From an optimization exercise on the open Yosys and OpenROAD flow, aimed at small area, a short achievable clock period and few clock cycles per item; shortcuts taken in it are not production practice.
Only simulation tests tie the RTL to the original design; equivalence was not proved.
Power and IR drop assume default switching activity.

===== flow/config.mk =====
export PLATFORM = sky130hd
export DESIGN_NAME = clip_space_triangle_near_clipper
export DESIGN_NICKNAME = clip_space_triangle_near_clipper
export VERILOG_FILES = /design/flow/design.v
export SDC_FILE = /design/flow/constraint.sdc
export NUM_CORES = 4
export LEC_CHECK = 0
export CAP_MARGIN = 20
export CORE_MARGIN = 2
export CORE_UTILIZATION = 55
export SLEW_MARGIN = 20

===== flow/standard.sh =====
#!/bin/bash
# synth_recipe.tcl (not shown) runs the flow's synth.tcl, then flattens the netlist and writes it again
# the make line also repeats each setting of config.mk as NAME=value (left out here)
make -C /OpenROAD-flow-scripts/flow DESIGN_CONFIG=/design/flow/config.mk WORK_HOME=/design/flow/orfs CLKGATE_MAP_FILE= SYNTH_SCRIPT=/design/flow/synth_recipe.tcl "${@:-finish}"

===== flow/design.v =====
package ctnc_pkg;
   localparam int COORD_BITS = 32;
   localparam int FRAC_BITS  = 16;
   localparam int RGB_BITS   = 24;
   localparam int QBITS      = COORD_BITS + FRAC_BITS;
   localparam int DIV_STEPS  = QBITS;
   localparam int STEP_BITS  = $clog2(DIV_STEPS + 1);
   localparam int REQ_BYTES  = (4 * COORD_BITS + RGB_BITS + 7) / 8;
   localparam int RSP_BYTES  = (4 * COORD_BITS + RGB_BITS + 7) / 8;
   typedef logic signed [COORD_BITS-1:0] coord_type;
   typedef struct packed {
      coord_type x;
      coord_type y;
      coord_type z;
      coord_type w;
      logic [RGB_BITS-1:0] rgb;
   } vtx_type;
   localparam logic [2:0] SRC_V0 = 3'd0;
   localparam logic [2:0] SRC_V1 = 3'd1;
   localparam logic [2:0] SRC_V2 = 3'd2;
   localparam logic [2:0] SRC_C1 = 3'd3;
   localparam logic [2:0] SRC_C2 = 3'd4;
   typedef struct packed {
      logic       hold0;      
      logic       hold1;      
      logic       hold2;      
      logic       clip_go;    
      logic [1:0] clip_out;   
      logic [1:0] clip_in;    
      logic       clip_dst;   
      logic [2:0] src;        
      logic       emit;       
   } cmd_type;
   typedef struct packed {
      logic       clip_busy;
      logic       reject;
      logic [2:0] near_out;
   } sts_type;
endpackage
module clip_space_triangle_near_clipper (
   input  logic         clock,
   input  logic         reset,
   input  logic         req_tvalid,
   output logic         req_tready,
   input  logic [ctnc_pkg::REQ_BYTES*8-1:0] req_tdata,
   output logic         rsp_tvalid,
   input  logic         rsp_tready,
   output logic [ctnc_pkg::RSP_BYTES*8-1:0] rsp_tdata,
   output logic         rsp_tlast
);
   localparam logic [1:0] TY_VIS = 2'd0;
   localparam logic [1:0] TY_TWO = 2'd1;
   localparam logic [1:0] TY_ONE = 2'd2;
   localparam logic [1:0] DV_IDLE = 2'd0;
   localparam logic [1:0] DV_DS2  = 2'd1;
   localparam logic [1:0] DV_RUN  = 2'd2;
   localparam logic [1:0] DV_DONE = 2'd3;
   logic [151:0] slot0, slot1, slot2;
   logic [5:0]   fl0, fl1;                
   logic         rej_ff;
   logic [2:0]   free_ff;
   logic         full_ff;
   logic         rdy_ff;
   logic         em_act_ff;
   logic [1:0]   typ_ff;
   logic [1:0]   ra_ff, rb_ff, rc_ff;
   logic [2:0]   idx_ff;
   logic [127:0] out_xyzw;
   logic [23:0]  out_rgb;
   logic         valid_ff, last_ff;
   logic         adone_ff, bdone_ff;
   logic [1:0]   dv_ff;
   logic         dvj_ff;                  
   logic [31:0]  nmag_ff, dmag_ff;
   logic         nz_ff, ng_ff;
   logic [31:0]  dd_ff;                   
   logic [33:0]  d3_ff;                   
   logic [31:0]  rr_ff;                   
   logic [31:0]  qn_ff;                   
   logic [2:0]   cnt_ff;
   logic         sat_ff, zero_ff, neg_ff, one_ff;
   logic         mact_ff;                 
   logic         mj_ff;                   
   logic [2:0]   mk_ff;                   
   logic [31:0]  tm_ff;                   
   logic         tn_ff;                   
   logic         t1_ff;                   
   logic [31:0]  dm_ff;                   
   logic         ds_ff;                   
   logic         mbv_ff, mbph_ff;
   logic [1:0]   mbk_ff;
   logic         mbj_ff;
   logic [51:0]  acc_ff;
   logic         mcv_ff, mcj_ff, mcsh_ff;
   logic [1:0]   mck_ff;
   logic         sg_ff;                   
   logic [2:0] rel;                       
   logic [1:0] wi_ff;
   assign req_tready = rdy_ff || rel[wi_ff];
   assign rsp_tvalid = valid_ff;
   assign rsp_tlast  = last_ff;
   assign rsp_tdata  = {out_rgb, out_xyzw};
   logic signed [32:0] ix, iy, iz, iw;
   logic [5:0] in_fl;
   always_comb begin
      ix = {req_tdata[31],  req_tdata[31:0]};
      iy = {req_tdata[63],  req_tdata[63:32]};
      iz = {req_tdata[95],  req_tdata[95:64]};
      iw = {req_tdata[127], req_tdata[127:96]};
      in_fl[0] = (iz + iw) < 0;           
      in_fl[1] = (iw - iz) < 0;           
      in_fl[2] = (ix + iw) < 0;           
      in_fl[3] = (iw - ix) < 0;           
      in_fl[4] = (iy + iw) < 0;           
      in_fl[5] = (iw - iy) < 0;           
   end
   logic       deciding, reject;
   logic [2:0] nr;
   logic       rej_d;
   logic [1:0] typ_d, ra_d, rb_d, rc_d;
   always_comb begin
      deciding = full_ff && !em_act_ff;
      reject = rej_ff;
      nr = {in_fl[0], fl1[0], fl0[0]};
      rej_d = |(fl0 & fl1 & in_fl);
      typ_d = TY_VIS; ra_d = 2'd0; rb_d = 2'd1; rc_d = 2'd2;
      if (nr[0] && nr[1]) begin
         typ_d = TY_TWO; ra_d = 2'd0; rb_d = 2'd1; rc_d = 2'd2;
      end else if (nr[1] && nr[2]) begin
         typ_d = TY_TWO; ra_d = 2'd1; rb_d = 2'd2; rc_d = 2'd0;
      end else if (nr[0] && nr[2]) begin
         typ_d = TY_TWO; ra_d = 2'd2; rb_d = 2'd0; rc_d = 2'd1;
      end else if (nr[0]) begin
         typ_d = TY_ONE; ra_d = 2'd0; rb_d = 2'd1; rc_d = 2'd2;
      end else if (nr[1]) begin
         typ_d = TY_ONE; ra_d = 2'd1; rb_d = 2'd2; rc_d = 2'd0;
      end else if (nr[2]) begin
         typ_d = TY_ONE; ra_d = 2'd2; rb_d = 2'd0; rc_d = 2'd1;
      end
   end
   logic clip_go;
   assign clip_go = deciding && !reject && (typ_ff != TY_VIS);
   logic [1:0] ja_o, ja_i, ja_w, jb_o, jb_i, jb_w;
   always_comb begin
      if (typ_ff == TY_TWO) begin
         ja_o = ra_ff; ja_i = rc_ff; ja_w = ra_ff;
         jb_o = rb_ff; jb_i = rc_ff; jb_w = rb_ff;
      end else begin
         ja_o = ra_ff; ja_i = rc_ff; ja_w = rc_ff;
         jb_o = ra_ff; jb_i = rb_ff; jb_w = ra_ff;
      end
   end
   function automatic logic [31:0] rd(input logic [1:0] s, input logic [1:0] k,
                                      input logic [151:0] a, input logic [151:0] b,
                                      input logic [151:0] c);
      logic [127:0] v;
      case (s)
         2'd0:    v = a[127:0];
         2'd1:    v = b[127:0];
         default: v = c[127:0];
      endcase
      case (k)
         2'd0:    rd = v[31:0];
         2'd1:    rd = v[63:32];
         2'd2:    rd = v[95:64];
         default: rd = v[127:96];
      endcase
   endfunction
   logic [1:0]  mc_w;
   logic [31:0] p2_oc, oc_ff, ocb_ff;     
   logic [51:0] pp;
   logic        big;
   logic [31:0] pm;
   logic [32:0] sum_c;
   logic [31:0] res_c;
   always_comb begin
      mc_w  = mcj_ff ? jb_w : ja_w;
      p2_oc = oc_ff;
      pp    = mcsh_ff ? {16'd0, acc_ff[51:16]} : acc_ff;
      big   = |pp[51:31];
      if (sg_ff) pm = big ? 32'h8000_0000 : {1'b0, pp[30:0]};
      else       pm = big ? 32'h7FFF_FFFF : {1'b0, pp[30:0]};
      sum_c = {p2_oc[31], p2_oc} + ({1'b0, pm} ^ {33{sg_ff}}) + {32'd0, sg_ff};
      if (sum_c[32] != sum_c[31]) res_c = sum_c[32] ? 32'h8000_0000 : 32'h7FFF_FFFF;
      else                        res_c = sum_c[31:0];
   end
   logic a_fin, b_fin;
   assign a_fin = mcv_ff && !mcj_ff && (mck_ff == 2'd3);
   assign b_fin = mcv_ff &&  mcj_ff && (mck_ff == 2'd3);
   logic [1:0] typ_c, ra_c, rb_c, rc_c;
   logic [2:0] idx_c;
   logic       cand, e_rdy, e_last, e_byp;
   logic [1:0] xs, cs_rgb;
   always_comb begin
      typ_c = typ_ff; ra_c = ra_ff; rb_c = rb_ff; rc_c = rc_ff; idx_c = idx_ff;
      cand  = em_act_ff || (deciding && !reject);
      xs = ra_c; cs_rgb = ra_c; e_rdy = 1'b1; e_last = 1'b0; e_byp = 1'b0;
      case (typ_c)
         TY_TWO: begin
            case (idx_c)
               3'd0:    begin xs = rc_c; end
               3'd1:    begin xs = ra_c; e_rdy = adone_ff || a_fin; e_byp = a_fin; end
               default: begin xs = rb_c; e_rdy = bdone_ff || b_fin; e_byp = b_fin;
                              e_last = 1'b1; end
            endcase
            cs_rgb = xs;
         end
         TY_ONE: begin
            case (idx_c)
               3'd0:    begin xs = rb_c; cs_rgb = rb_c; end
               3'd1:    begin xs = rc_c; cs_rgb = rc_c; end
               3'd2:    begin xs = rc_c; cs_rgb = ra_c; e_rdy = adone_ff || a_fin;
                              e_byp = a_fin; end
               3'd3:    begin xs = rb_c; cs_rgb = rb_c; end
               3'd4:    begin xs = rc_c; cs_rgb = ra_c; end
               default: begin xs = ra_c; cs_rgb = ra_c; e_rdy = bdone_ff || b_fin;
                              e_byp = b_fin; e_last = 1'b1; end
            endcase
         end
         default: begin
            case (idx_c)
               3'd0:    xs = ra_c;
               3'd1:    xs = rb_c;
               default: begin xs = rc_c; e_last = 1'b1; end
            endcase
            cs_rgb = xs;
         end
      endcase
   end
   logic out_free, em_go;
   assign out_free = !valid_ff || rsp_tready;
   assign em_go    = cand && e_rdy && out_free;
   logic [127:0] e_xyzw;
   logic [23:0]  e_rgb;
   always_comb begin
      case (xs)
         2'd0:    e_xyzw = slot0[127:0];
         2'd1:    e_xyzw = slot1[127:0];
         default: e_xyzw = slot2[127:0];
      endcase
      if (e_byp) e_xyzw[127:96] = res_c;
      case (cs_rgb)
         2'd0:    e_rgb = slot0[151:128];
         2'd1:    e_rgb = slot1[151:128];
         default: e_rgb = slot2[151:128];
      endcase
   end
   logic mb_fin, mb_free, m_free, take, ma_go;
   logic        ds1_a, ds1_b;
   logic [1:0]  p1_o, p1_i, p1_k;
   logic [1:0]  p1o_ff, p1i_ff, p1k_ff;
   logic [31:0] p1_oc, p1_ic;
   always_comb begin
      ds1_a = clip_go;
      ds1_b = (dv_ff == DV_DS2);
      p1_o = p1o_ff;
      p1_i = p1i_ff;
      p1_k = p1k_ff;
      p1_oc = rd(p1_o, p1_k, slot0, slot1, slot2);
      p1_ic = rd(p1_i, p1_k, slot0, slot1, slot2);
   end
   logic signed [32:0] df_p, df_n;
   logic [31:0] dmag_c, nmag_c;
   logic        nz_c, ng_c;
   always_comb begin
      df_p   = {p1_ic[31], p1_ic} - {p1_oc[31], p1_oc};
      df_n   = {p1_oc[31], p1_oc} - {p1_ic[31], p1_ic};
      dmag_c = df_p[32] ? df_n[31:0] : df_p[31:0];
      nmag_c = p1_oc[31] ? (32'd0 - p1_oc) : p1_oc;
      nz_c   = (p1_oc == 32'd0);
      ng_c   = (!p1_oc[31] && !nz_c) ^ df_p[32];
   end
   logic [31:0] ds2_r, ds2_q;
   logic [2:0]  ds2_cnt;
   logic        ds2_sat;
   logic        lt0, lt4;
   always_comb begin
      ds2_sat = ({15'd0, nmag_ff[31:15]} >= dmag_ff);
      lt0  = (nmag_ff < dmag_ff);
      lt4  = ({4'd0, nmag_ff[31:4]} < dmag_ff);
      if (nz_ff || ds2_sat) begin
         ds2_cnt = 3'd0; ds2_r = '0; ds2_q = '0;
      end else if (lt0) begin
         ds2_cnt = 3'd3; ds2_r = nmag_ff; ds2_q = '0;
      end else if (lt4) begin
         ds2_cnt = 3'd4; ds2_r = {4'd0, nmag_ff[31:4]}; ds2_q = {nmag_ff[3:0], 28'd0};
      end else begin
         ds2_cnt = 3'd7; ds2_r = {16'd0, nmag_ff[31:16]}; ds2_q = {nmag_ff[15:0], 16'd0};
      end
   end
   function automatic logic [33:0] r4(input logic [31:0] r, input logic [1:0] b,
                                      input logic [31:0] d, input logic [33:0] d3);
      logic [33:0] rp;
      logic [34:0] s1, s2, s3;
      rp = {r, b};
      s1 = {1'b0, rp} - {3'b0, d};
      s2 = {1'b0, rp} - {2'b0, d, 1'b0};
      s3 = {1'b0, rp} - {1'b0, d3};
      if (!s3[34])      r4 = {2'd3, s3[31:0]};
      else if (!s2[34]) r4 = {2'd2, s2[31:0]};
      else if (!s1[34]) r4 = {2'd1, s1[31:0]};
      else              r4 = {2'd0, rp[31:0]};
   endfunction
   logic [33:0] st1, st2;
   logic [31:0] r2, qn_next;
   always_comb begin
      st1 = r4(rr_ff, qn_ff[31:30], dd_ff, d3_ff);
      st2 = r4(st1[31:0], qn_ff[29:28], dd_ff, d3_ff);
      r2  = st2[31:0];
      qn_next = {qn_ff[27:0], st1[33:32], st2[33:32]};
   end
   logic        dv_last, dv_res;
   logic [31:0] qsel, tm_c;
   always_comb begin
      dv_last = (dv_ff == DV_RUN) && (cnt_ff == 3'd0);
      dv_res  = dv_last || (dv_ff == DV_DONE);
      qsel    = (dv_ff == DV_DONE) ? qn_ff : qn_next;
      if (zero_ff)     tm_c = 32'd0;
      else if (sat_ff) tm_c = neg_ff ? 32'h8000_0000 : 32'h7FFF_FFFF;
      else             tm_c = qsel;
   end
   always_comb begin
      mb_fin  = mbv_ff && (t1_ff || mbph_ff);
      mb_free = !mbv_ff || mb_fin;
      m_free  = !mact_ff || (mk_ff[2] && mb_free);
      take    = dv_res && m_free &&
                !(!dvj_ff && typ_ff == TY_ONE && idx_ff < 3'd2);
      ma_go   = take || (mact_ff && !mk_ff[2] && mb_free);
   end
   function automatic logic [103:0] csa(input logic [51:0] a, input logic [51:0] b,
                                        input logic [51:0] e);
      logic [51:0] t, u;
      t = a ^ b ^ e;
      u = (a & b) | (a & e) | (b & e);
      csa = {t, u[50:0], 1'b0};
   endfunction
   function automatic logic [32:0] benc(input logic [19:0] t);
      logic [21:0] yy;
      logic [2:0]  tr;
      logic [10:0] ng, one, two;
      yy = {2'b00, t};
      for (int i = 0; i < 11; i++) begin
         tr     = {yy[2*i+1], yy[2*i], (i == 0) ? 1'b0 : yy[2*i-1]};
         ng[i]  = tr[2] && !(tr[1] && tr[0]);
         one[i] = tr[1] ^ tr[0];
         two[i] = (tr == 3'b011) || (tr == 3'b100);
      end
      benc = {ng, two, one};
   endfunction
   logic [32:0] be_ff;                    
   logic [51:0] br [13];
   logic [51:0] bl1 [9];
   logic [51:0] bl2 [6];
   logic [51:0] bl3 [4];
   logic [51:0] bl4 [3];
   logic [51:0] negs, bs, bc, mul_c;
   always_comb begin
      negs = 52'h5555600000000;
      for (int i = 0; i < 11; i++) begin
         logic        ng, one, two;
         logic [32:0] mag;
         logic [33:0] row;
         ng  = be_ff[22+i];
         two = be_ff[11+i];
         one = be_ff[i];
         mag = one ? {1'b0, dm_ff} : (two ? {dm_ff, 1'b0} : 33'd0);
         row = {1'b0, mag} ^ {34{ng}};
         br[i] = 52'({~row[33], row[32:0]}) << (2*i);
         negs[2*i] = ng;
      end
      br[11] = negs;
      br[12] = mbph_ff ? {16'd0, acc_ff[51:16]} : 52'd0;
      for (int g = 0; g < 4; g++)
         {bl1[2*g], bl1[2*g+1]} = csa(br[3*g], br[3*g+1], br[3*g+2]);
      bl1[8] = br[12];
      for (int g = 0; g < 3; g++)
         {bl2[2*g], bl2[2*g+1]} = csa(bl1[3*g], bl1[3*g+1], bl1[3*g+2]);
      for (int g = 0; g < 2; g++)
         {bl3[2*g], bl3[2*g+1]} = csa(bl2[3*g], bl2[3*g+1], bl2[3*g+2]);
      {bl4[0], bl4[1]} = csa(bl3[0], bl3[1], bl3[2]);
      bl4[2] = bl3[3];
      {bs, bc} = csa(bl4[0], bl4[1], bl4[2]);
      mul_c = bs + bc;
   end
   logic acc_in;
   assign acc_in = req_tvalid && req_tready;
   logic [2:0] free_n;
   logic [1:0] wi_n;
   always_comb begin
      rel = 3'b000;
      if (deciding && reject) rel = 3'b111;
      if (em_go) begin
         if (e_last && typ_c != TY_VIS) rel = 3'b111;
         else if (typ_c == TY_VIS)      rel[xs] = 1'b1;
      end
      free_n = free_ff | rel;
      wi_n   = wi_ff;
      if (acc_in) begin
         free_n[wi_ff] = 1'b0;
         wi_n = (wi_ff == 2'd2) ? 2'd0 : wi_ff + 2'd1;
      end
   end
   always_ff @(posedge clock) begin
      if (reset) begin
         free_ff   <= 3'b111;
         wi_ff     <= 2'd0;
         full_ff   <= 1'b0;
         rdy_ff    <= 1'b1;
         em_act_ff <= 1'b0;
         idx_ff    <= 3'd0;
         valid_ff  <= 1'b0;
         dv_ff     <= DV_IDLE;
         mact_ff   <= 1'b0;
         mbv_ff    <= 1'b0;
         mcv_ff    <= 1'b0;
      end else begin
         free_ff <= free_n;
         wi_ff   <= wi_n;
         rdy_ff  <= free_n[wi_n];
         if (acc_in && wi_ff == 2'd2) full_ff <= 1'b1;
         else if (deciding)           full_ff <= 1'b0;
         if (deciding && !reject)     em_act_ff <= 1'b1;
         else if (em_go && e_last)    em_act_ff <= 1'b0;
         if (em_go) idx_ff <= e_last ? 3'd0 : idx_ff + 3'd1;
         if (em_go)           valid_ff <= 1'b1;
         else if (rsp_tready) valid_ff <= 1'b0;
         case (dv_ff)
            DV_IDLE: if (clip_go) dv_ff <= DV_DS2;
            DV_DS2:  dv_ff <= DV_RUN;
            DV_RUN:  if (dv_last) begin
               if (!take)       dv_ff <= DV_DONE;
               else if (dvj_ff) dv_ff <= DV_IDLE;
            end
            default: if (take) dv_ff <= dvj_ff ? DV_IDLE : DV_RUN;
         endcase
         if (take)                       mact_ff <= 1'b1;
         else if (mk_ff[2] && mb_free)   mact_ff <= 1'b0;
         if (ma_go)       mbv_ff <= 1'b1;
         else if (mb_fin) mbv_ff <= 1'b0;
         mcv_ff <= mb_fin;
      end
   end
   always_ff @(posedge clock) begin
      if (acc_in && wi_ff == 2'd2) begin
         rej_ff <= rej_d;
         typ_ff <= typ_d; ra_ff <= ra_d; rb_ff <= rb_d; rc_ff <= rc_d;
      end
      if (em_go) begin
         out_xyzw <= e_xyzw;
         out_rgb  <= e_rgb;
         last_ff  <= e_last;
      end
      if (clip_go) begin
         adone_ff <= 1'b0; bdone_ff <= 1'b0;
      end else begin
         if (a_fin) adone_ff <= 1'b1;
         if (b_fin) bdone_ff <= 1'b1;
      end
   end
   always_ff @(posedge clock) begin
      if (mcv_ff) begin
         case (mc_w)
            2'd0: slot0[32*mck_ff +: 32] <= res_c;
            2'd1: slot1[32*mck_ff +: 32] <= res_c;
            default: slot2[32*mck_ff +: 32] <= res_c;
         endcase
      end
      if (acc_in && wi_ff == 2'd0) begin slot0 <= req_tdata; fl0 <= in_fl; end
      if (acc_in && wi_ff == 2'd1) begin slot1 <= req_tdata; fl1 <= in_fl; end
      if (acc_in && wi_ff == 2'd2) slot2 <= req_tdata;
   end
   logic       third_c, full_nx, emact_nx, rej_nx, clipgo_nx;
   logic [1:0] typ_nx, ra_nx, rc_nx;
   logic       mact_nx, dvj_nx, mj_nx, selnew_nx, jsel_nx;
   logic [2:0] mk_nx;
   always_comb begin
      third_c   = acc_in && (wi_ff == 2'd2);
      full_nx   = third_c ? 1'b1 : (deciding ? 1'b0 : full_ff);
      emact_nx  = (deciding && !reject) ? 1'b1 : ((em_go && e_last) ? 1'b0 : em_act_ff);
      rej_nx    = third_c ? rej_d : rej_ff;
      typ_nx    = third_c ? typ_d : typ_ff;
      ra_nx     = third_c ? ra_d  : ra_ff;
      rc_nx     = third_c ? rc_d  : rc_ff;
      clipgo_nx = full_nx && !emact_nx && !rej_nx && (typ_nx != TY_VIS);
      mact_nx   = take ? 1'b1 : ((mk_ff[2] && mb_free) ? 1'b0 : mact_ff);
      mk_nx     = ma_go ? (take ? 3'd1 : mk_ff + 3'd1) : mk_ff;
      dvj_nx    = ((dv_ff == DV_DS2) || (take && !dvj_ff)) ? (dv_ff != DV_DS2) : dvj_ff;
      mj_nx     = take ? dvj_ff : mj_ff;
      selnew_nx = !mact_nx || mk_nx[2];
      jsel_nx   = selnew_nx ? dvj_nx : mj_nx;
   end
   always_ff @(posedge clock) begin
      if (clipgo_nx) begin
         p1o_ff <= ra_nx; p1i_ff <= rc_nx; p1k_ff <= 2'd2;
      end else if (clip_go) begin
         p1o_ff <= jb_o; p1i_ff <= jb_i; p1k_ff <= 2'd2;
      end else begin
         p1o_ff <= jsel_nx ? jb_o : ja_o;
         p1i_ff <= jsel_nx ? jb_i : ja_i;
         p1k_ff <= selnew_nx ? 2'd0 : mk_nx[1:0];
      end
   end
   always_ff @(posedge clock) begin
      if (ds1_a || ds1_b) begin
         nmag_ff <= nmag_c; dmag_ff <= dmag_c; nz_ff <= nz_c; ng_ff <= ng_c;
      end
      if ((dv_ff == DV_DS2) || (take && !dvj_ff)) begin
         dd_ff   <= dmag_ff;
         d3_ff   <= {2'b0, dmag_ff} + {1'b0, dmag_ff, 1'b0};
         rr_ff   <= ds2_r;
         qn_ff   <= ds2_q;
         cnt_ff  <= ds2_cnt;
         sat_ff  <= ds2_sat;
         zero_ff <= nz_ff;
         neg_ff  <= ng_ff;
         one_ff  <= nz_ff || (!ds2_sat && lt4);
         dvj_ff  <= (dv_ff != DV_DS2);
      end else if (dv_ff == DV_RUN) begin
         rr_ff  <= r2;
         qn_ff  <= qn_next;
         cnt_ff <= cnt_ff - 3'd1;
      end
   end
   always_ff @(posedge clock) begin
      if (take) begin
         tm_ff <= tm_c;
         tn_ff <= neg_ff;
         t1_ff <= one_ff;
         mj_ff <= dvj_ff;
      end
      if (ma_go) begin
         dm_ff   <= dmag_c;
         ocb_ff  <= p1_oc;
         ds_ff   <= df_p[32];
         mbk_ff  <= take ? 2'd0 : mk_ff[1:0];
         mbj_ff  <= take ? dvj_ff : mj_ff;
         mk_ff   <= take ? 3'd1 : mk_ff + 3'd1;
         mbph_ff <= 1'b0;
         be_ff   <= benc(take ? tm_c[19:0] : tm_ff[19:0]);
      end else if (mbv_ff && !mb_fin) begin
         mbph_ff <= 1'b1;
         be_ff   <= benc({4'd0, tm_ff[31:20], 4'd0});
      end
      if (mbv_ff) acc_ff <= mul_c;
      if (mb_fin) begin
         sg_ff   <= ds_ff ^ tn_ff;
         mck_ff  <= mbk_ff;
         mcj_ff  <= mbj_ff;
         mcsh_ff <= t1_ff;
         oc_ff   <= ocb_ff;
      end
   end
endmodule

===== flow/constraint.sdc =====
create_clock -name core_clock -period 13.0 [get_ports {clock}]
set_input_delay 2.6000 -clock core_clock [delete_from_list [all_inputs] [get_ports {clock}]]
set_output_delay 2.6000 -clock core_clock [all_outputs]
set_load 0.01 [all_outputs]

===== flow/flow/run.sh =====
#!/bin/bash
# The standard layout, with timing repair aimed below the clock period:
# repair_timing works on every path slower than 13 - 7 = 6 ns. The SDC,
# the clock period and all else are the standard flow's.
set -euo pipefail
export SETUP_SLACK_MARGIN=7
bash standard.sh > standard_flow.log 2>&1

==> run_summary.xml, run 1 <==
<?xml version="1.0" encoding="UTF-8"?>
<metrics>
  <group name="synth">
    <metric name="postSynth.topFlopCell" unit="">sky130_fd_sc_hd__edfxtp_1</metric>
    <metric name="synthCells" unit="">10500</metric>
    <metric name="synthesized_cell_area" unit="mm^2">0.0987</metric>
    <metric name="synth_top_area_cell" unit="">sky130_fd_sc_hd__edfxtp_1</metric>
    <metric name="edff_count_synth" unit="">1047</metric>
    <metric name="ys_seq_area_share" unit="%">32.6</metric>
    <metric name="synth-warning-count" unit="">6</metric>
    <metric name="yosys.area.top_type_share" unit="%">31.8</metric>
    <metric name="ys_top_cells_by_count" unit="">sky130_fd_sc_hd__edfxtp_1, sky130_fd_sc_hd__a21oi_1, sky130_fd_sc_hd__nand2_1</metric>
    <metric name="synth.net_count" unit="">11800</metric>
    <metric name="postSynth.asyncResetShare" unit="%">0</metric>
    <metric name="synth_area_leaders" unit="">sky130_fd_sc_hd__edfxtp_1, sky130_fd_sc_hd__ha_1, sky130_fd_sc_hd__fa_1, sky130_fd_sc_hd__a21oi_1, sky130_fd_sc_hd__xnor2_1</metric>
    <metric name="synth_cell_types" unit="">116</metric>
    <metric name="synth-seq-cells" unit="">1085</metric>
    <metric name="synth_area_per_cell" unit="um^2">9.40</metric>
    <metric name="synth.most_common_cell" unit="">sky130_fd_sc_hd__edfxtp_1</metric>
  </group>
  <group name="clocking">
    <metric name="clock_insertion_delay_worst_skew" unit="ns">0.83</metric>
    <metric name="ctsRootBufferMaster" unit="">sky130_fd_sc_hd__clkbuf_16</metric>
    <metric name="postCtsHoldBufs" unit="">0</metric>
    <metric name="inserted_clock_buffers" unit="">131</metric>
    <metric name="number_of_h_tree_levels" unit="">4</metric>
    <metric name="clkSinkCount" unit="">1085</metric>
    <metric name="cts_tree" unit="">yes</metric>
    <metric name="clock_tree_buffer_depth" unit="">3</metric>
    <metric name="path_clk_slew" unit="ns">0.06</metric>
  </group>
  <group name="timing">
    <metric name="final_min_period_over_clock_period" unit="%">53.7</metric>
    <metric name="tightest_slew" unit="ns">1.26</metric>
    <metric name="final_number_of_hold_violating_endpoints" unit="">0</metric>
    <metric name="fin_worst_hold_slack" unit="ns">0.418</metric>
    <metric name="finalSetupViolations" unit="">0</metric>
    <metric name="setup_tns" unit="ns">0</metric>
    <metric name="final-max-slew-violation-count" unit="">0</metric>
    <metric name="fin_crit" unit="ns">6.98</metric>
    <metric name="timing.clock.skew" unit="ns">0.0429</metric>
    <metric name="timing.slew.headroom" unit="%">15.2</metric>
    <metric name="unrepaired_setup_endpoints_after_global_routing" unit="">yes</metric>
    <metric name="clock.fmax" unit="MHz">143</metric>
  </group>
  <group name="detailed_routing">
    <metric name="detail-route-antenna-nets" unit="">0</metric>
    <metric name="routed_via_density" unit="">6.59</metric>
    <metric name="count_of_routing_violations_after_the_opening_detailed_route_iteration" unit="">11500</metric>
    <metric name="wire_length_after_detailed_routing" unit="um">390000</metric>
    <metric name="firstDrtPassIters" unit="">7</metric>
    <metric name="wire_per_inst" unit="um">29.1</metric>
    <metric name="dr_total_vias" unit="">88200</metric>
    <metric name="route.detailed.drc" unit="">0</metric>
  </group>
  <group name="hold_path">
    <metric name="hold_class" unit="">register to register</metric>
  </group>
  <group name="cells_and_area">
    <metric name="layout-drive-gt1-share" unit="%">16.8</metric>
    <metric name="area.growth.synth_to_final" unit="%">19.2</metric>
    <metric name="design.final.nets" unit="">12200</metric>
  </group>
  <group name="critical_path">
    <metric name="cp-end-kind" unit="">register</metric>
    <metric name="ordered_list_of_cells_on_the_worst_path" unit="">buf_12 -&gt; nor2b_4 -&gt; a22oi_2 -&gt; xnor2_2 -&gt; fa_1 -&gt; inv_2 -&gt; fa_1 -&gt; fa_1 -&gt; fa_1 -&gt; fa_1 -&gt; inv_2 -&gt; ha_4 -&gt; and2_4 -&gt; a221o_1 -&gt; a221oi_4 -&gt; o221ai_2 -&gt; o21a_2 -&gt; o41ai_4 -&gt; o31ai_4 -&gt; a221o_1 -&gt; a21oi_4 -&gt; nor2b_2 -&gt; o41ai_2 -&gt; xnor2_1</metric>
    <metric name="crit_path_max_fanout" unit="">8</metric>
    <metric name="critical_path.slowest_cell" unit="">sky130_fd_sc_hd__fa_1</metric>
    <metric name="crit_path_frequent_cell" unit="">sky130_fd_sc_hd__fa_1</metric>
    <metric name="setup.worst_path.class" unit="">register to register</metric>
    <metric name="cp_data_arrival_time" unit="ns">7.52</metric>
    <metric name="critPathMaxStageDelay" unit="ns">0.57</metric>
    <metric name="critical_path_required" unit="ns">13.54</metric>
    <metric name="crit_path_start_kind" unit="">register</metric>
  </group>
  <group name="floorplan">
    <metric name="placementRows" unit="">155</metric>
    <metric name="die_area" unit="mm^2">0.183</metric>
    <metric name="floorplan.io_pins" unit="">311</metric>
    <metric name="starting_utilization_of_the_core_area" unit="%">55.3</metric>
    <metric name="die_height" unit="um">428</metric>
    <metric name="die_width" unit="um">428</metric>
    <metric name="area_of_the_core" unit="mm^2">0.178</metric>
  </group>
  <group name="global_routing">
    <metric name="grt_overflow_total" unit="">0</metric>
    <metric name="grt_use_total" unit="%">41.1</metric>
    <metric name="first_global_vias" unit="">84300</metric>
    <metric name="largest_net_degree_at_the_start_of_global_routing" unit="">123</metric>
    <metric name="antenna_found_initial" unit="">13</metric>
    <metric name="grt_pass1_wl" unit="um">557000</metric>
  </group>
  <group name="outcome">
    <metric name="outcome" unit="">no timing/DRC/antenna violations</metric>
  </group>
  <group name="placed_design">
    <metric name="place_congestion" unit="">0.969</metric>
    <metric name="place.detailed.hpwl" unit="um">261000</metric>
    <metric name="port_buffers" unit="">310</metric>
  </group>
  <group name="power">
    <metric name="power_dens_cells" unit="mW/mm^2">149</metric>
    <metric name="vdd.ir_drop.worst" unit="V">0.000194</metric>
    <metric name="power.leakage" unit="uW">0.0478</metric>
    <metric name="finalPower" unit="uW">17500</metric>
  </group>
  <group name="flow_run">
    <metric name="maxCapViolations" unit="">0</metric>
  </group>
</metrics>
-- layout by cell type (no fill, tap or decap), types with 209 or more instances in the layout --
cell type	Yosys	layout
sky130_fd_sc_hd__mux2i_1	361	349
sky130_fd_sc_hd__buf_4	12	379
sky130_fd_sc_hd__nor2_1	633	614
sky130_fd_sc_hd__edfxtp_1	1047	1047
sky130_fd_sc_hd__clkdlybuf4s50_1	0	275
sky130_fd_sc_hd__inv_1	843	810
sky130_fd_sc_hd__a22oi_1	352	317
sky130_fd_sc_hd__o21ai_0	675	552
sky130_fd_sc_hd__fa_1	323	309
sky130_fd_sc_hd__xnor2_1	475	460
sky130_fd_sc_hd__a21oi_1	1032	934
sky130_fd_sc_hd__nand2_1	963	929
sky130_fd_sc_hd__ha_1	805	737
sky130_fd_sc_hd__a21o_1	209	209
-- kinds of logic after synthesis --
| group | share of synthesized area, % |
|---|---|
| multiplexers | 8.39 |
| AO/OA/AOI/OAI | 19.7 |
| flip-flops | 32.6 |
| XOR/XNOR | 5.96 |
| adder cells (fa/ha/maj) | 16.8 |
| buffers and inverters | 5.84 |
| AND/OR/NAND/NOR | 10.8 |
-- where the power goes --
group / switching (uW) / total [uW] / internal, uW
Sequential: 198 / 4700 / 4500
Combinational: 5720 / 9110 / 3390
Clock: 1600 / 3680 / 2070
Total: 7520 / 17500 / 9960
-- area by class of cell --
| type | count | area [um^2] |
|---|---|---|
| inverters | 857 | 3310 |
| well taps | 2355 | 2950 |
| clock inverters | 70 | 669 |
| multi-input cells | 7933 | 65200 |
| fillers | 14300 | 60800 |
| flip-flops and latches | 1085 | 32200 |
| repair buffers | 907 | 9770 |
| clock buffers | 163 | 3480 |
| diodes | 11 | 27.5 |
| repair inverters | 1 | 8.76 |
-- timing repair --
item / 4_1_cts / 5_1_grt
pin swaps: 163 / 146
resized for setup: 598 / 510
cloned: 38 / 7
setup buffers: 303 / 119
endpoints found under the setup margin: 827 / 561
-- metrics by stage --
step	cells	setup WS (ns)	util, %	instance area [um^2]
floorplan	10500	6.45	-	99300
global placement	12700	4.98	58.2	104000
detailed placement	12700	4.96	58.3	104000
CTS	13200	6.05	64.1	114000
global route	13400	5.86	65.9	118000
finish	13400	6.02	65.9	118000
-- metal layers --
layer  GRT usage (%)  vias to the layer above  part of all wire [%]
met4            27.1                        6                   7.8
li1                -                    38800                     -
met1            53.0                    42700                    38
met2            61.3                     5560                    43
met5               0                        -                0.0092
met3            10.2                     1224                    11
-- state kept, by name, indices dropped and copies added (netlist names), 34 cells and up --
| register | count |
|---|---|
| slot1 | 152 |
| slot0 | 152 |
| d3_ff | 34 |
| slot2 | 152 |
| out_xyzw | 128 |
| acc_ff | 52 |
-- worst max-delay path, delay by kind of cell (launching register included) --
kind	cells	cell delay, ns
and+or+nand+nor	3	0.51
xor gates and xnor gates	2	0.32
adders and majority gates	6	2.79
buffers and inverters	3	0.26
DFF	1	0.43
AOI/OAI and AO/OA	10	2.40
-- worst paths after layout --
| path | startpoint | to | slack [ns] | cells past startpoint |
|---|---|---|---|---|
| setup / recovery | be_ff[5] | acc_ff[44] | 6.02 | 24 |
| setup reg to reg | be_ff[5] | acc_ff[44] | 6.02 | 24 |
| hold / removal | mbk_ff[0] | mck_ff[0] | 0.42 | 0 |
| hold reg to reg | mbk_ff[0] | mck_ff[0] | 0.42 | 0 |
Testbench counts, summed over its fixed seeds: cycles 2,314, triangles 256.
==> inputs of run 2 (changes only) <==
--- a/flow/config.mk
+++ b/flow/config.mk
@@ -9,3 +9,4 @@
 export CORE_MARGIN = 2
 export CORE_UTILIZATION = 55
 export SLEW_MARGIN = 20
+export TNS_END_PERCENT = 10
==> run 2 against run 1 <==
Still clean on timing, DRC and antenna. Critical endpoint is now req_tready. Critical path depth shrank 18. Power shrank 3.1%. Final cell count shrank 0.55%. Setup slack lost 0.037 ns. Die area is the same. Synthesized cell count is the same. Worst hold slack is essentially flat. Maximum frequency shrank 0.53%. Combinational power shrank 5.9%.
==> run_summary.xml, run 2 <==
<?xml version="1.0" encoding="UTF-8"?>
<metrics>
  <group name="cells_and_area">
    <metric name="area.growth.synth_to_final" unit="%">17.1</metric>
    <metric name="seqCellArea" unit="mm^2">0.0322</metric>
    <metric name="reg.largest.list" unit="">slot0 (152), slot1 (152), slot2 (152)</metric>
    <metric name="layout.cells.most_common_list" unit="">sky130_fd_sc_hd__edfxtp_1, sky130_fd_sc_hd__a21oi_1, sky130_fd_sc_hd__nand2_1</metric>
    <metric name="design.final.nets" unit="">12100</metric>
    <metric name="layout-drive-gt1-share" unit="%">13.9</metric>
    <metric name="multi_input_combinational_cell_area" unit="mm^2">0.0638</metric>
    <metric name="fillCellCount" unit="">14600</metric>
    <metric name="most_common_cell_after_layout_fill_and_taps_aside" unit="">sky130_fd_sc_hd__edfxtp_1</metric>
    <metric name="fin_area" unit="mm^2">0.116</metric>
  </group>
  <group name="clocking">
    <metric name="path_clk_slew" unit="ns">0.06</metric>
    <metric name="clock_tree_buffer_depth" unit="">3</metric>
    <metric name="clkSinkCount" unit="">1085</metric>
    <metric name="number_of_h_tree_levels" unit="">4</metric>
    <metric name="clock_insertion_delay_worst_skew" unit="ns">0.83</metric>
    <metric name="inserted_clock_buffers" unit="">131</metric>
    <metric name="cts_tree" unit="">yes</metric>
    <metric name="ctsRootBufferMaster" unit="">sky130_fd_sc_hd__clkbuf_16</metric>
    <metric name="postCtsHoldBufs" unit="">0</metric>
  </group>
  <group name="detailed_routing">
    <metric name="routed_via_density" unit="">6.53</metric>
    <metric name="wire_length_after_detailed_routing" unit="um">380000</metric>
    <metric name="firstDrtPassIters" unit="">8</metric>
    <metric name="wire_per_inst" unit="um">28.5</metric>
    <metric name="count_of_routing_violations_after_the_opening_detailed_route_iteration" unit="">11000</metric>
    <metric name="route.detailed.drc" unit="">0</metric>
    <metric name="dr_total_vias" unit="">86800</metric>
    <metric name="detail-route-antenna-nets" unit="">0</metric>
  </group>
  <group name="critical_path">
    <metric name="cp_data_arrival_time" unit="ns">4.42</metric>
    <metric name="rr_worst_depth" unit="">25</metric>
    <metric name="critical_path.slowest_cell" unit="">sky130_fd_sc_hd__clkdlybuf4s50_1</metric>
    <metric name="critical_path_required" unit="ns">10.40</metric>
    <metric name="crit_path_frequent_cell" unit="">sky130_fd_sc_hd__clkdlybuf4s50_1</metric>
    <metric name="r2r-end" unit="">acc_ff[51]</metric>
    <metric name="crit_path_max_fanout" unit="">4</metric>
    <metric name="ordered_list_of_cells_on_the_worst_path" unit="">clkdlybuf4s50_1 -&gt; nand2b_2 -&gt; o31a_1 -&gt; o22ai_1 -&gt; o21bai_2 -&gt; clkdlybuf4s50_1</metric>
    <metric name="crit-reg2reg-launch" unit="">be_ff[5]</metric>
    <metric name="reg2reg_slack" unit="ns">6.09</metric>
    <metric name="critPathMaxStageDelay" unit="ns">0.54</metric>
    <metric name="crit_path_start_kind" unit="">input port</metric>
    <metric name="setup.worst_path.class" unit="">input port to output pin</metric>
    <metric name="cp-end-kind" unit="">output pin</metric>
  </group>
  <group name="hold_path">
    <metric name="hold_class" unit="">register to register</metric>
    <metric name="hold_end" unit="">oc_ff[21]</metric>
    <metric name="hold-path-cell-count" unit="">0</metric>
    <metric name="min_from" unit="">ocb_ff[21]</metric>
  </group>
  <group name="synth">
    <metric name="synth_top_area_cell" unit="">sky130_fd_sc_hd__edfxtp_1</metric>
    <metric name="synth_area_per_cell" unit="um^2">9.40</metric>
    <metric name="yosys.area.top_type_share" unit="%">31.8</metric>
    <metric name="synth_area_leaders" unit="">sky130_fd_sc_hd__edfxtp_1, sky130_fd_sc_hd__ha_1, sky130_fd_sc_hd__fa_1, sky130_fd_sc_hd__a21oi_1, sky130_fd_sc_hd__xnor2_1</metric>
    <metric name="ys_seq_area_share" unit="%">32.6</metric>
    <metric name="synth_cell_types" unit="">116</metric>
    <metric name="synth.most_common_cell" unit="">sky130_fd_sc_hd__edfxtp_1</metric>
    <metric name="postSynth.asyncResetShare" unit="%">0</metric>
    <metric name="postSynth.topFlopCell" unit="">sky130_fd_sc_hd__edfxtp_1</metric>
    <metric name="synth-seq-cells" unit="">1085</metric>
    <metric name="synth.net_count" unit="">11800</metric>
    <metric name="edff_count_synth" unit="">1047</metric>
    <metric name="ys_top_cells_by_count" unit="">sky130_fd_sc_hd__edfxtp_1, sky130_fd_sc_hd__a21oi_1, sky130_fd_sc_hd__nand2_1</metric>
    <metric name="synth-warning-count" unit="">6</metric>
    <metric name="synthesized_cell_area" unit="mm^2">0.0987</metric>
    <metric name="synthCells" unit="">10500</metric>
  </group>
  <group name="placed_design">
    <metric name="place_congestion" unit="">0.974</metric>
    <metric name="place.detailed.hpwl" unit="um">260000</metric>
    <metric name="port_buffers" unit="">310</metric>
    <metric name="detailed_place.area" unit="mm^2">0.104</metric>
  </group>
  <group name="timing">
    <metric name="final_min_period_over_clock_period" unit="%">54.0</metric>
    <metric name="final_number_of_hold_violating_endpoints" unit="">0</metric>
    <metric name="tightest_slew" unit="ns">1.21</metric>
    <metric name="finalSetupViolations" unit="">0</metric>
    <metric name="fin_crit" unit="ns">7.02</metric>
    <metric name="final-max-slew-violation-count" unit="">0</metric>
    <metric name="clock.fmax" unit="MHz">143</metric>
    <metric name="timing.clock.skew" unit="ns">0.0646</metric>
    <metric name="timing.slew.headroom" unit="%">18.3</metric>
    <metric name="setup_tns" unit="ns">0</metric>
    <metric name="unrepaired_setup_endpoints_after_global_routing" unit="">yes</metric>
  </group>
  <group name="power">
    <metric name="power.clock.fraction" unit="%">21.8</metric>
    <metric name="vdd.ir_drop.worst" unit="V">0.000166</metric>
    <metric name="finalPower" unit="uW">16900</metric>
    <metric name="power.share.sequential" unit="%">27.6</metric>
    <metric name="power.internal" unit="uW">9680</metric>
    <metric name="power_dens_cells" unit="mW/mm^2">147</metric>
    <metric name="power.leakage" unit="uW">0.0470</metric>
    <metric name="total_switching_power" unit="uW">7270</metric>
    <metric name="swShare" unit="%">42.9</metric>
    <metric name="pwr-share-comb" unit="%">50.6</metric>
  </group>
  <group name="floorplan">
    <metric name="placementRows" unit="">155</metric>
    <metric name="starting_utilization_of_the_core_area" unit="%">55.3</metric>
    <metric name="die_area" unit="mm^2">0.183</metric>
    <metric name="die_width" unit="um">428</metric>
    <metric name="area_of_the_core" unit="mm^2">0.178</metric>
    <metric name="floorplan.io_pins" unit="">311</metric>
    <metric name="die_height" unit="um">428</metric>
  </group>
  <group name="global_routing">
    <metric name="largest_net_degree_at_the_start_of_global_routing" unit="">154</metric>
    <metric name="grt_overflow_total" unit="">0</metric>
    <metric name="antenna_found_initial" unit="">10</metric>
    <metric name="grt_pass1_wl" unit="um">548000</metric>
    <metric name="grt_use_total" unit="%">40.3</metric>
    <metric name="first_global_vias" unit="">82300</metric>
  </group>
  <group name="flow_run">
    <metric name="maxCapViolations" unit="">0</metric>
  </group>
  <group name="outcome">
    <metric name="outcome" unit="">no timing/DRC/antenna violations</metric>
  </group>
</metrics>
## run 2: how the worst max path moves through the flow
stage / start / to / slack [ns] / cells past startpoint
floorplan: be_ff[17] / acc_ff[48] / 6.37 / 24
global placement: be_ff[0] / acc_ff[50] / 4.59 / 25
detailed placement: d3_ff[0] / rr_ff[9] / 4.84 / 26
CTS: acc_ff[42] / slot2[83] / 5.94 / 27
global route: dm_ff[22] / acc_ff[44] / 5.89 / 21
finish: rsp_tready / req_tready / 5.98 / 6
## run 2: routing by layer
layer / global-route usage (%) / vias to the layer above / routed length (um)
met3: 9.33 / 1081 / 39700
met4: 25.7 / 6 / 28500
li1: - / 38600 / -
met5: 0 / - / 33
met1: 52.9 / 42000 / 147000
met2: 60.1 / 5090 / 165000
## run 2: metrics by stage
| stage | cells | hold WS [ns] | setup WS, ns | utilization, % |
|---|---|---|---|---|
| after global routing | 13300 | 0.421 | 5.89 | 64.8 |
| after detailed placement | 12700 | 0.405 | 4.84 | 58.1 |
| after global placement | 12700 | 0.401 | 4.59 | 58.1 |
| final | 13300 | 0.417 | 5.98 | 64.8 |
| after CTS | 13200 | 0.417 | 5.94 | 64.1 |
| after floorplan | 10500 | 0.400 | 6.37 | - |
## run 2: power by group through the flow
stage               clock network (uW)  registers, uW  logic [uW]
floorplan                            0           4660        5050
global placement                     0           4760        7730
detailed placement                   0           4760        7750
CTS                               3720           4680        8300
global route                      3840           4700        8980
finish                            3690           4680        8570
## run 2: cell families after synthesis
kind of cell,synth area share (%)
and+or+nand+nor,10.8
adders and majority gates,16.8
DFF,32.6
muxes,8.39
buffers and inverters,5.84
xor gates and xnor gates,5.96
AOI/OAI and AO/OA,19.7
## run 2: cell type report
type	count	share of cell area, %
flip-flops and latches	1085	27.9
inverters	857	2.86
diodes	10	0.0216
repair buffers	837	7.88
multi-input cells	7925	55.2
clock buffers	160	3.00
repair inverters	1	0.00757
clock inverters	78	0.651
well taps	2355	2.55
## run 2: critical path: cells and delay by family
kind,cells,cell delay [ns]
AND/OR/NAND/NOR,1,0.23
buffers and inverters,2,0.94
AO/OA/AOI/OAI,3,0.64
## run 2: repair_timing
action	4_1_cts	5_1_grt
cloned	37	6
gates resized for setup	538	163
endpoints found under the setup margin	747	744
setup buffers	295	49
pin swaps	191	51
==> inputs of run 3 (changes only) <==
--- a/flow/config.mk
+++ b/flow/config.mk
@@ -9,4 +9,4 @@
 export CORE_MARGIN = 2
 export CORE_UTILIZATION = 55
 export SLEW_MARGIN = 20
-export TNS_END_PERCENT = 10
+export TNS_END_PERCENT = 0
==> run 3 against run 2 <==
Highest routed layer unchanged. Critical endpoint is now acc_ff[44]. Still clean. Clock power hardly changed. Utilization is 3.1 points lower. Die area stayed put. Flip-flop and latch count stayed put. Count of clock-buffer cells in the layout is 8 lower. Final cell count is 2.0% lower. Via count is 2.0% lower. Design area is 4.9% lower. Sequential share of layout area is 1.4 points higher. Setup slack worse by 0.17 ns. Synthesized cell count stayed put. Non-clock buffer count is 250 lower.
==> run_summary.xml, run 3 <==
<?xml version="1.0" encoding="UTF-8"?>
<metrics>
  <group name="outcome">
    <metric name="outcome" unit="">no timing/DRC/antenna violations</metric>
  </group>
  <group name="clocking">
    <metric name="clock_insertion_delay_worst_skew" unit="ns">0.83</metric>
    <metric name="clock_tree_buffer_depth" unit="">3</metric>
    <metric name="path_clk_slew" unit="ns">0.06</metric>
    <metric name="number_of_h_tree_levels" unit="">3</metric>
    <metric name="postCtsHoldBufs" unit="">0</metric>
    <metric name="ctsRootBufferMaster" unit="">sky130_fd_sc_hd__clkbuf_16</metric>
    <metric name="cts_tree" unit="">yes</metric>
    <metric name="clkSinkCount" unit="">1085</metric>
    <metric name="inserted_clock_buffers" unit="">121</metric>
  </group>
  <group name="detailed_routing">
    <metric name="wire_length_after_detailed_routing" unit="um">363000</metric>
    <metric name="routed_via_density" unit="">6.52</metric>
    <metric name="firstDrtPassIters" unit="">8</metric>
    <metric name="wire_per_inst" unit="um">27.8</metric>
    <metric name="route.detailed.drc" unit="">0</metric>
    <metric name="dr_total_vias" unit="">85100</metric>
    <metric name="count_of_routing_violations_after_the_opening_detailed_route_iteration" unit="">10600</metric>
    <metric name="detail-route-antenna-nets" unit="">0</metric>
  </group>
  <group name="floorplan">
    <metric name="starting_utilization_of_the_core_area" unit="%">55.3</metric>
    <metric name="die_area" unit="mm^2">0.183</metric>
    <metric name="area_of_the_core" unit="mm^2">0.178</metric>
    <metric name="placementRows" unit="">155</metric>
    <metric name="die_width" unit="um">428</metric>
    <metric name="die_height" unit="um">428</metric>
    <metric name="floorplan.io_pins" unit="">311</metric>
  </group>
  <group name="flow_run">
    <metric name="maxCapViolations" unit="">0</metric>
  </group>
  <group name="global_routing">
    <metric name="antenna_found_initial" unit="">8</metric>
    <metric name="first_global_vias" unit="">80200</metric>
    <metric name="grt_pass1_wl" unit="um">527000</metric>
    <metric name="grt_use_total" unit="%">38.5</metric>
    <metric name="grt_overflow_total" unit="">0</metric>
    <metric name="largest_net_degree_at_the_start_of_global_routing" unit="">163</metric>
  </group>
  <group name="timing">
    <metric name="timing.clock.skew" unit="ns">0.103</metric>
    <metric name="setup_tns" unit="ns">0</metric>
    <metric name="final_min_period_over_clock_period" unit="%">55.3</metric>
    <metric name="final_number_of_hold_violating_endpoints" unit="">0</metric>
    <metric name="clock.fmax" unit="MHz">139</metric>
    <metric name="final-max-slew-violation-count" unit="">0</metric>
    <metric name="finalSetupViolations" unit="">0</metric>
    <metric name="timing.slew.headroom" unit="%">8.03</metric>
    <metric name="tightest_slew" unit="ns">1.37</metric>
    <metric name="fin_crit" unit="ns">7.19</metric>
    <metric name="unrepaired_setup_endpoints_after_global_routing" unit="">yes</metric>
  </group>
  <group name="synth">
    <metric name="synth-warning-count" unit="">6</metric>
    <metric name="synth.most_common_cell" unit="">sky130_fd_sc_hd__edfxtp_1</metric>
    <metric name="synth_cell_types" unit="">116</metric>
    <metric name="synth_top_area_cell" unit="">sky130_fd_sc_hd__edfxtp_1</metric>
    <metric name="synthCells" unit="">10500</metric>
    <metric name="ys_seq_area_share" unit="%">32.6</metric>
    <metric name="synth.net_count" unit="">11800</metric>
    <metric name="synthesized_cell_area" unit="mm^2">0.0987</metric>
    <metric name="synth_area_leaders" unit="">sky130_fd_sc_hd__edfxtp_1, sky130_fd_sc_hd__ha_1, sky130_fd_sc_hd__fa_1, sky130_fd_sc_hd__a21oi_1, sky130_fd_sc_hd__xnor2_1</metric>
    <metric name="edff_count_synth" unit="">1047</metric>
    <metric name="postSynth.asyncResetShare" unit="%">0</metric>
    <metric name="ys_top_cells_by_count" unit="">sky130_fd_sc_hd__edfxtp_1, sky130_fd_sc_hd__a21oi_1, sky130_fd_sc_hd__nand2_1</metric>
    <metric name="synth_area_per_cell" unit="um^2">9.40</metric>
    <metric name="yosys.area.top_type_share" unit="%">31.8</metric>
    <metric name="postSynth.topFlopCell" unit="">sky130_fd_sc_hd__edfxtp_1</metric>
    <metric name="synth-seq-cells" unit="">1085</metric>
  </group>
  <group name="placed_design">
    <metric name="place_congestion" unit="">0.967</metric>
    <metric name="port_buffers" unit="">310</metric>
    <metric name="place.detailed.hpwl" unit="um">261000</metric>
    <metric name="dpl.cell_count" unit="">12700</metric>
  </group>
  <group name="critical_path">
    <metric name="crit_path_max_fanout" unit="">12</metric>
    <metric name="crit_path_start_kind" unit="">register</metric>
    <metric name="critical_path_required" unit="ns">13.47</metric>
    <metric name="setup.worst_path.class" unit="">register to register</metric>
    <metric name="cp-end-kind" unit="">register</metric>
    <metric name="cp_data_arrival_time" unit="ns">7.66</metric>
  </group>
  <group name="cells_and_area">
    <metric name="reg.largest.list" unit="">slot0 (152), slot1 (152), slot2 (152)</metric>
    <metric name="layout.core_utilization" unit="%">61.7</metric>
    <metric name="design.final.nets" unit="">11900</metric>
    <metric name="most_common_cell_after_layout_fill_and_taps_aside" unit="">sky130_fd_sc_hd__edfxtp_1</metric>
    <metric name="area.growth.synth_to_final" unit="%">11.5</metric>
    <metric name="layout.cells.most_common_list" unit="">sky130_fd_sc_hd__edfxtp_1, sky130_fd_sc_hd__a21oi_1, sky130_fd_sc_hd__nand2_1</metric>
    <metric name="fillCellCount" unit="">15200</metric>
    <metric name="layout-drive-gt1-share" unit="%">9.25</metric>
    <metric name="stdcell_count" unit="">13000</metric>
  </group>
  <group name="power">
    <metric name="vdd.ir_drop.worst" unit="V">0.000148</metric>
    <metric name="power.leakage" unit="uW">0.0448</metric>
    <metric name="power_dens_cells" unit="mW/mm^2">151</metric>
  </group>
  <group name="hold_path">
    <metric name="hold_class" unit="">register to register</metric>
  </group>
</metrics>
[run 3: final timing paths]
path / slack [ns] / to / cells after the start / from
max: 5.81 / acc_ff[44] / 22 / dm_ff[10]
min: 0.42 / neg_ff / 0 / ng_ff
max reg2reg: 5.81 / acc_ff[44] / 22 / dm_ff[10]
min reg2reg: 0.42 / neg_ff / 0 / ng_ff
[run 3: kinds of logic (layout without fill, tap and decap cells)]
| group | Yosys count | count (layout) | share of synthesized area (%) |
|---|---|---|---|
| AO/OA/AOI/OAI | 3092 | 3092 | 19.7 |
| AND/OR/NAND/NOR | 2355 | 2356 | 10.8 |
| buffers and inverters | 1491 | 1675 | 5.84 |
| adder cells (fa/ha/maj) | 1128 | 1128 | 16.8 |
| flip-flops | 1085 | 1085 | 32.6 |
| multiplexers | 676 | 676 | 8.39 |
| XOR/XNOR | 672 | 672 | 5.96 |
| other | 0 | 3 | 0 |
[run 3: per-layer routing]
| layer | up-vias | track usage [%] | wire (um) |
|---|---|---|---|
| met2 | 4912 | 58.9 | 160000 |
| met3 | 860 | 7.64 | 37200 |
| li1 | 38100 | - | - |
| met5 | - | 0 | 82 |
| met4 | 12 | 20.0 | 22500 |
| met1 | 41300 | 51.7 | 143000 |
[run 3: area by class of cell]
type	count	area, um^2	area share, %
multi-input combinational	7924	61600	55.9
tap	2355	2950	2.68
inverter	857	3280	2.98
sequential	1085	32200	29.3
timing repair buffer	587	5800	5.27
clock inverter	79	1000	0.913
clock buffer	152	3220	2.92
antenna	3	7.51	0.00682
[run 3: timing repair]
action / 4_1_cts / 5_1_grt
setup buffers: 72 / 52
gates cloned: 2 / 3
pin swaps: 8 / 24
setup endpoints to repair: 730 / 794
gates resized for setup: 94 / 101
hold endpoints to repair: 0 / 0
[run 3: critical path: stages, from the launching register on]
cell and delay [ns]:
sky130_fd_sc_hd__edfxtp_1 0.81, sky130_fd_sc_hd__a22oi_1 0.21, sky130_fd_sc_hd__xnor2_1 0.19, sky130_fd_sc_hd__fa_1 0.56
sky130_fd_sc_hd__inv_1 0.06, sky130_fd_sc_hd__fa_1 0.61, sky130_fd_sc_hd__fa_1 0.45, sky130_fd_sc_hd__fa_1 0.50
sky130_fd_sc_hd__inv_1 0.05, sky130_fd_sc_hd__fa_1 0.54, sky130_fd_sc_hd__ha_4 0.23, sky130_fd_sc_hd__and2_1 0.16
sky130_fd_sc_hd__a221o_1 0.33, sky130_fd_sc_hd__a221oi_2 0.31, sky130_fd_sc_hd__o221ai_1 0.16, sky130_fd_sc_hd__o21a_2 0.26
sky130_fd_sc_hd__o41ai_4 0.24, sky130_fd_sc_hd__o31ai_2 0.12, sky130_fd_sc_hd__a221o_1 0.35, sky130_fd_sc_hd__a21oi_2 0.15
sky130_fd_sc_hd__nor2b_1 0.08, sky130_fd_sc_hd__o41ai_2 0.37, sky130_fd_sc_hd__xnor2_1 0.10
[run 3: power breakdown]
group	internal, uW	switching, uW	leakage (uW)
combinational	2870	5320	0.0329
sequential	4500	209	0.00987
clock	2140	1560	0.00203
total	9510	7100	0.0448
[run 3: stage by stage]
| stage | instance area (um^2) | hold slack (ns) | setup slack [ns] | total power (uW) |
|---|---|---|---|---|
| 6_report | 110000 | 0.415 | 5.81 | 16600 |
| 5_1_grt | 110000 | 0.427 | 5.62 | 17200 |
| 4_1_cts | 109000 | 0.416 | 5.76 | 16300 |
| 3_5_place_dp | 104000 | 0.405 | 4.85 | 12500 |
| 3_3_place_gp | 104000 | 0.404 | 4.72 | 12500 |
| 2_1_floorplan | 98800 | 0.400 | 6.37 | 9710 |
==> inputs of run 4 (changes only) <==
--- a/flow/config.mk
+++ b/flow/config.mk
@@ -9,4 +9,4 @@
 export CORE_MARGIN = 2
 export CORE_UTILIZATION = 55
 export SLEW_MARGIN = 20
-export TNS_END_PERCENT = 0
+export TNS_END_PERCENT = 5
==> run 4 against run 3 <==
Setup slack better by 0.17 ns. First-iteration DRC count up 3.0%. Critical path depth fell by 16. Area after synthesis did not move. Die area unchanged. Clock power hardly changed. Wire length increased by 4.7%. Synthesized cell count did not move. Critical path type is now input port to output pin. Global-route usage grew 1.6 points.
==> run_summary.xml, run 4 <==
<?xml version="1.0" encoding="UTF-8"?>
<metrics>
  <group name="placed_design">
    <metric name="detailed_place.area" unit="mm^2">0.104</metric>
    <metric name="port_buffers" unit="">310</metric>
    <metric name="place_congestion" unit="">0.974</metric>
    <metric name="place.detailed.hpwl" unit="um">260000</metric>
  </group>
  <group name="synth">
    <metric name="synth.most_common_cell" unit="">sky130_fd_sc_hd__edfxtp_1</metric>
    <metric name="ys_top_cells_by_count" unit="">sky130_fd_sc_hd__edfxtp_1, sky130_fd_sc_hd__a21oi_1, sky130_fd_sc_hd__nand2_1</metric>
    <metric name="synth-seq-cells" unit="">1085</metric>
    <metric name="edff_count_synth" unit="">1047</metric>
    <metric name="synth_area_leaders" unit="">sky130_fd_sc_hd__edfxtp_1, sky130_fd_sc_hd__ha_1, sky130_fd_sc_hd__fa_1, sky130_fd_sc_hd__a21oi_1, sky130_fd_sc_hd__xnor2_1</metric>
    <metric name="synthesized_cell_area" unit="mm^2">0.0987</metric>
    <metric name="postSynth.asyncResetShare" unit="%">0</metric>
    <metric name="synth_area_per_cell" unit="um^2">9.40</metric>
    <metric name="yosys.area.top_type_share" unit="%">31.8</metric>
    <metric name="postSynth.topFlopCell" unit="">sky130_fd_sc_hd__edfxtp_1</metric>
    <metric name="ys_seq_area_share" unit="%">32.6</metric>
    <metric name="synth_top_area_cell" unit="">sky130_fd_sc_hd__edfxtp_1</metric>
    <metric name="synthCells" unit="">10500</metric>
    <metric name="synth.net_count" unit="">11800</metric>
    <metric name="synth-warning-count" unit="">6</metric>
    <metric name="synth_cell_types" unit="">116</metric>
  </group>
  <group name="timing">
    <metric name="tightest_slew" unit="ns">1.35</metric>
    <metric name="setup_tns" unit="ns">0</metric>
    <metric name="clock.fmax" unit="MHz">143</metric>
    <metric name="final-max-slew-violation-count" unit="">0</metric>
    <metric name="finalSetupViolations" unit="">0</metric>
    <metric name="unrepaired_setup_endpoints_after_global_routing" unit="">yes</metric>
    <metric name="fin_crit" unit="ns">7.02</metric>
    <metric name="timing.clock.skew" unit="ns">0.0585</metric>
    <metric name="final_number_of_hold_violating_endpoints" unit="">0</metric>
    <metric name="timing.slew.headroom" unit="%">9.04</metric>
    <metric name="final_min_period_over_clock_period" unit="%">54.0</metric>
  </group>
  <group name="cells_and_area">
    <metric name="layout.cells.most_common_list" unit="">sky130_fd_sc_hd__edfxtp_1, sky130_fd_sc_hd__a21oi_1, sky130_fd_sc_hd__nand2_1</metric>
    <metric name="fillCellCount" unit="">14600</metric>
    <metric name="most_common_cell_after_layout_fill_and_taps_aside" unit="">sky130_fd_sc_hd__edfxtp_1</metric>
    <metric name="reg.largest.list" unit="">slot0 (152), slot1 (152), slot2 (152)</metric>
    <metric name="design.final.nets" unit="">12100</metric>
    <metric name="fin_area" unit="mm^2">0.115</metric>
    <metric name="area.growth.synth_to_final" unit="%">16.9</metric>
    <metric name="layout-drive-gt1-share" unit="%">13.4</metric>
  </group>
  <group name="floorplan">
    <metric name="die_height" unit="um">428</metric>
    <metric name="placementRows" unit="">155</metric>
    <metric name="die_width" unit="um">428</metric>
    <metric name="die_area" unit="mm^2">0.183</metric>
    <metric name="area_of_the_core" unit="mm^2">0.178</metric>
    <metric name="floorplan.io_pins" unit="">311</metric>
    <metric name="starting_utilization_of_the_core_area" unit="%">55.3</metric>
  </group>
  <group name="power">
    <metric name="total_switching_power" unit="uW">7260</metric>
    <metric name="power_dens_cells" unit="mW/mm^2">147</metric>
    <metric name="vdd.ir_drop.worst" unit="V">0.000178</metric>
    <metric name="power.internal" unit="uW">9680</metric>
    <metric name="pwr-share-comb" unit="%">50.6</metric>
    <metric name="power.share.sequential" unit="%">27.6</metric>
    <metric name="power.clock.fraction" unit="%">21.8</metric>
    <metric name="power.leakage" unit="uW">0.0469</metric>
    <metric name="swShare" unit="%">42.9</metric>
  </group>
  <group name="clocking">
    <metric name="clock_insertion_delay_worst_skew" unit="ns">0.82</metric>
    <metric name="clkSinkCount" unit="">1085</metric>
    <metric name="inserted_clock_buffers" unit="">131</metric>
    <metric name="ctsRootBufferMaster" unit="">sky130_fd_sc_hd__clkbuf_16</metric>
    <metric name="path_clk_slew" unit="ns">0.06</metric>
    <metric name="cts_tree" unit="">yes</metric>
    <metric name="clock_tree_buffer_depth" unit="">3</metric>
    <metric name="number_of_h_tree_levels" unit="">4</metric>
  </group>
  <group name="critical_path">
    <metric name="critical_path.slowest_cell" unit="">sky130_fd_sc_hd__clkdlybuf4s50_1</metric>
    <metric name="critical_path_required" unit="ns">10.40</metric>
    <metric name="cp-startpoint" unit="">rsp_tready</metric>
    <metric name="crit_path_max_fanout" unit="">4</metric>
    <metric name="crit_path_start_kind" unit="">input port</metric>
    <metric name="critPathMaxStageDelay" unit="ns">0.54</metric>
    <metric name="ordered_list_of_cells_on_the_worst_path" unit="">clkdlybuf4s50_1 -&gt; nand2b_2 -&gt; o31a_1 -&gt; o22ai_1 -&gt; o21bai_2 -&gt; clkdlybuf4s50_1</metric>
    <metric name="cp-end-kind" unit="">output pin</metric>
    <metric name="setup.worst_path.class" unit="">input port to output pin</metric>
    <metric name="crit_path_frequent_cell" unit="">sky130_fd_sc_hd__clkdlybuf4s50_1</metric>
    <metric name="crit-reg2reg-launch" unit="">be_ff[17]</metric>
    <metric name="cp_data_arrival_time" unit="ns">4.42</metric>
  </group>
  <group name="detailed_routing">
    <metric name="dr_total_vias" unit="">87000</metric>
    <metric name="route.detailed.drc" unit="">0</metric>
    <metric name="wire_per_inst" unit="um">28.6</metric>
    <metric name="count_of_routing_violations_after_the_opening_detailed_route_iteration" unit="">10900</metric>
    <metric name="wire_length_after_detailed_routing" unit="um">380000</metric>
    <metric name="firstDrtPassIters" unit="">6</metric>
    <metric name="detail-route-antenna-nets" unit="">0</metric>
    <metric name="routed_via_density" unit="">6.54</metric>
  </group>
  <group name="global_routing">
    <metric name="antenna_found_initial" unit="">10</metric>
    <metric name="grt_use_total" unit="%">40.1</metric>
    <metric name="grt_overflow_total" unit="">0</metric>
    <metric name="first_global_vias" unit="">82000</metric>
    <metric name="grt_pass1_wl" unit="um">545000</metric>
    <metric name="largest_net_degree_at_the_start_of_global_routing" unit="">154</metric>
  </group>
  <group name="hold_path">
    <metric name="min_from" unit="">ocb_ff[15]</metric>
    <metric name="hold_class" unit="">register to register</metric>
  </group>
  <group name="outcome">
    <metric name="outcome" unit="">no timing/DRC/antenna violations</metric>
  </group>
  <group name="flow_run">
    <metric name="maxCapViolations" unit="">0</metric>
  </group>
</metrics>
## run 4: layout make-up
cell class	instances	area [um^2]	area share, %
Antenna cell	4	10.0	0.00868
Clock buffer	160	3470	3.01
Clock inverter	78	753	0.653
Inverter	857	3300	2.86
Multi-Input combinational cell	7925	63500	55.1
Sequential cell	1085	32200	27.9
Tap cell	2355	2950	2.55
Timing Repair Buffer	831	9120	7.90
Timing Repair inverter	1	11.3	0.00976
## run 4: final timing paths
path                                    to  slack, ns  cells past startpoint
worst min register to register   oc_ff[15]       0.41                      0
worst max register to register  acc_ff[44]       6.11                     24
worst min-delay path             oc_ff[15]       0.41                      0
worst max-delay path            req_tready       5.98                      6
## run 4: worst max-delay path: cells and delay by family
| kind | cells | cell delay, ns |
|---|---|---|
| buffers and inverters | 2 | 0.94 |
| AO/OA/AOI/OAI | 3 | 0.63 |
| AND/OR/NAND/NOR | 1 | 0.23 |
## run 4: power groups by stage
stage               clock network, uW  logic (uW)  registers [uW]
floorplan                           0        5050            4660
global placement                    0        7730            4760
CTS                              3720        8070            4690
detailed placement                  0        7750            4760
finish                           3690        8560            4680
global route                     3840        8980            4690
## run 4: kinds of logic (layout without fill, tap and decap cells)
kind of cell | count (synthesis) | in the layout | share of synthesized area [%]
multiplexers | 676 | 676 | 8.39
flip-flops | 1085 | 1085 | 32.6
XOR/XNOR | 672 | 672 | 5.96
AO/OA/AOI/OAI | 3092 | 3093 | 19.7
AND/OR/NAND/NOR | 2355 | 2356 | 10.8
buffers and inverters | 1491 | 1927 | 5.84
other | 0 | 4 | 0
adder cells (fa/ha/maj) | 1128 | 1128 | 16.8
## run 4: per-stage QoR
| stage | worst slack [ns] | util [%] | hold slack, ns | instances | total power (uW) |
|---|---|---|---|---|---|
| after CTS | 5.94 | 63.8 | 0.417 | 13200 | 16500 |
| final | 5.98 | 64.7 | 0.408 | 13300 | 16900 |
| after floorplan | 6.37 | - | 0.400 | 10500 | 9710 |
| after global routing | 5.85 | 64.7 | 0.422 | 13300 | 17500 |
| after global placement | 4.59 | 58.1 | 0.401 | 12700 | 12500 |
| after detailed placement | 4.84 | 58.1 | 0.405 | 12700 | 12500 |
## run 4: timing repair
item                                    CTS  global route
gates cloned                             34            11
hold buffers                              0             0
endpoints found under the setup margin  747           748
pin swaps                               177            24
gates resized for setup                 485           157
setup buffers                           286            49
## run 4: routing by layer
layer	part of all wire, %	GRT usage [%]	up-vias
li1	-	-	38600
met1	38	52.8	42300
met2	44	59.9	5126
met3	11	8.98	1014
met4	7.4	25.0	8
met5	0.033	0.365	-

-- what the ideal ports hide --
The flow's constraints put no driver on any port. The routed layouts listed below were extracted and timed again, unchanged, in two steps.
Step 1: set_driving_cell puts a clkbuf_16 on clock and a buf_2 on each other input, an assumption about the parent block.
Step 2 adds t to the input delays and takes it off the output delays; t is the mean of the earliest and latest rising clock arrival at the registers after step 1. Input paths then give back, and output paths get back, about the clock's delay inside the block.
Slacks: ideal ports / drivers / drivers and shift; pairs: ideal ports / drivers.
| run | t (ns) | slack for setup (ns) | hold WS [ns] | worst data-port slew with drivers (ns) | pins driven straight from the clock port |
|---|---|---|---|---|---|
| run 1 | 0.901 | 6.021 / 6.021 / 6.021 | 0.418 / 0.418 / 0.418 | 0.06 | 1 |
| run 2 | 0.899 | 5.984 / 5.962 / 5.184 | 0.417 / 0.417 / 0.417 | 0.07 | 1 |
| run 3 | 0.867 | 5.812 / 5.812 / 5.176 | 0.415 / 0.415 / 0.415 | 0.07 | 1 |
| run 4 | 0.895 | 5.985 / 5.963 / 5.169 | 0.408 / 0.408 / 0.408 | 0.07 | 1 |
After both steps every run listed still meets setup and hold. For run 4, which loses most, drivers alone change the setup slack by -0.022 ns; drivers and shift together by -0.816 ns.
